What follows belongs to an exercise in optimizing a design on an open flow for small area, a short achievable clock period and few clock cycles per item; a production flow would make more cautious choices. The RTL was checked by simulation tests, not by an equivalence proof against the original design. No activity file was given, so power comes from the tool's default toggle rates.

oak:
// pipelined_alu
module pipelined_alu (
  input  logic        clk,
  input  logic        rst,
  input  logic        in_valid,
  output logic        in_ready,
  input  logic [3:0]  op,
  input  logic [31:0] a,
  input  logic [31:0] b,
  output logic        out_valid,
  input  logic        out_ready,
  output logic [31:0] res,
  output logic [3:0]  flags,
  output logic [15:0] illegal_cnt
);
Size in the first run: about 130 I/O pins.
clock: 9.0 ns
lec_check: 0
cap_margin: 20
core_margin: 2
core_utilization: 40
setup_slack_margin: 5
slew_margin: 20
run.sh (not shown) runs the stock make flow with config.mk's settings and CLKGATE_MAP_FILE= SYNTH_SCRIPT=/design/flow/synth_recipe.tcl, a recipe that flattens the netlist after the stock synthesis.
Testbench counts of oak, summed over its fixed seeds: cycles 16,024, items 16,000.
diff inputs: oak => pine
--- a/flow/design.v
+++ b/flow/design.v
@@ -47,17 +47,16 @@
   output logic [95:0] cut,
   output logic        addsub,
   output logic        cmp,
   output logic        cmp_s,
   output logic        legal
 );
   logic [15:0] bneg;
   logic [31:0] ro, fill;
-  logic [3:0]  t;
   logic [31:0] bg;
   logic        cin, arith;
   assign legal  = ~(op[3] & op[2]);
   for (genvar j = 0; j < 16; j++) begin : g_bneg
     assign bneg[j] = is_mul & bx[2*j+1];
   end
   logic [31:0] pp0;
   logic [29:0] pp1;
@@ -90,31 +89,32 @@
   assign pp12 = (({8{bone[12]}} & a[7:0]) | ({8{btwo[12]}} & {a[6:0], 1'b0})) ^ {8{bneg[12]}};
   assign pp13 = (({6{bone[13]}} & a[5:0]) | ({6{btwo[13]}} & {a[4:0], 1'b0})) ^ {6{bneg[13]}};
   assign pp14 = (({4{bone[14]}} & a[3:0]) | ({4{btwo[14]}} & {a[2:0], 1'b0})) ^ {4{bneg[14]}};
   assign pp15 = (({2{bone[15]}} & a[1:0]) | ({2{btwo[15]}} & {a[0:0], 1'b0})) ^ {2{bneg[15]}};
   assign addsub = (op == 4'h0) | (op == 4'h1);
   assign cmp    = (op == 4'hA) | (op == 4'hB);
   assign cmp_s  = ~op[0];
   assign arith  = addsub | cmp;
-  assign bg     = (bx & {32{arith}}) | fill;
+  assign bg     = bx & {32{arith}};
   assign cin    = sub;
   always_comb begin
-    for (int i = 0; i < 32; i++) fill[i] = (op == 4'h8) & a[0] & (i[4:0] < bx[4:0]);
+    for (int i = 0; i < 32; i++) fill[i] = op[3] & a[0] & (i[4:0] < bx[4:0]);
   end
   always_comb begin
+    ro    = '0;
     case (op)
-      4'h0, 4'h1, 4'hA, 4'hB: t = 4'b1100;   
-      4'h2:                   t = 4'b1000;   
-      4'h3:                   t = 4'b1110;   
-      4'h4:                   t = 4'b0110;   
-      4'h5:                   t = 4'b0011;   
-      default:                t = 4'b0000;
+      4'h0, 4'h1, 4'hA, 4'hB: ro = a;
+      4'h2: ro = a & bx;
+      4'h3: ro = a | bx;
+      4'h4: ro = a ^ bx;
+      4'h5: ro = ~a;
+      4'h7, 4'h8: ro = fill;
+      default: ro = '0;
     endcase
-    for (int i = 0; i < 32; i++) ro[i] = t[{a[i], bx[i]}];
   end
   logic t0_s1;
   logic t0_c2;
   logic t0_s3;
   logic t0_c4;
   logic t0_s5;
   logic t0_c6;
   logic t0_s7;
--- outcome ---
- The run with more routed wire is pine, not oak.
- Higher cell count was reported by pine, not oak.
- Hold slack (pine over oak): decrease, 11 ps
- Going from oak to pine, clock buffer count in the final layout went up by 1; final instance area went up by about 4.3%; post-synthesis sequential element count went down by about 1.5%; multi-input logic cell count went up by 133; shortest clock period the worst path allows after layout went down by 27 ps.
- [diff] synthesized area, pine relative to oak: regression
- The count of clock tree sinks reported for pine is smaller than that of oak by 4.
- Taking oak as the reference point, the clock network area share of pine rises by 0.22 points.
Testbench counts of pine, summed over its fixed seeds: cycles 16,024, items 16,000.

--- another note on this design; it stands on its own ---

// pipelined_alu
module pipelined_alu (
  input  logic        clk,
  input  logic        rst,
  input  logic        in_valid,
  output logic        in_ready,
  input  logic [3:0]  op,
  input  logic [31:0] a,
  input  logic [31:0] b,
  output logic        out_valid,
  input  logic        out_ready,
  output logic [31:0] res,
  output logic [3:0]  flags,
  output logic [15:0] illegal_cnt
);
Settings: LEC_CHECK=0, CAP_MARGIN=20, CORE_MARGIN=2, CORE_UTILIZATION=65, CTS_CLUSTER_DIAMETER=80, CTS_CLUSTER_SIZE=25, PLACE_DENSITY=0.75, SETUP_SLACK_MARGIN=5, SLEW_MARGIN=20; clock period 9.0 ns.
run.sh (not shown) runs the stock make flow with config.mk's settings and CLKGATE_MAP_FILE= SYNTH_SCRIPT=/design/flow/synth_recipe.tcl, a recipe that flattens the netlist after the stock synthesis.
Testbench counts at the start, summed over its fixed seeds: cycles 16,024, items 16,000.
==> next run, changes <==
--- a/flow/config.mk
+++ b/flow/config.mk
@@ -9,6 +9,4 @@
 export CORE_MARGIN = 2
 export CORE_UTILIZATION = 65
-export CTS_CLUSTER_DIAMETER = 80
-export CTS_CLUSTER_SIZE = 25
 export PLACE_DENSITY = 0.75
 export SETUP_SLACK_MARGIN = 5
=>
- global-route usage barely changes
- synthesized cell count does not change
- total power is higher by 2.4%
- sequential cell count stays the same
- count of clock-buffer cells in the layout grows by 13
- wire length stays flat
- first-iteration DRC count rose by 2.1%
- worst hold slack gains 0.0050 ns

==> static timing again, ports no longer ideal <==
No port has a modelled driver above. Below, the same layouts with a new extraction and two added sets of constraints. Step 1, drivers: a clkbuf_16 drives clk and a buf_2 each remaining input, both assumed. Step 2, shift: input delay + t, output delay - t, t = (earliest + latest rising clock arrival at the registers) / 2. This alone moves slack from input paths to output paths. a / b / c = no drivers / after step 1 / after step 2; a / b = the first two.
run | t (ns) | setup slack, ns | worst setup path after step 2
oak | 0.654 | 4.946 / 4.924 / 4.729 | input to register
pine | 0.648 | 4.973 / 4.941 / 4.733 | input to register
the first run of note 2 | 0.615 | 4.974 / 4.942 / 4.709 | input to register
the second run of note 2 | 0.643 | 4.975 / 4.943 / 4.710 | input to register
After both steps setup and hold are still met in every run listed.
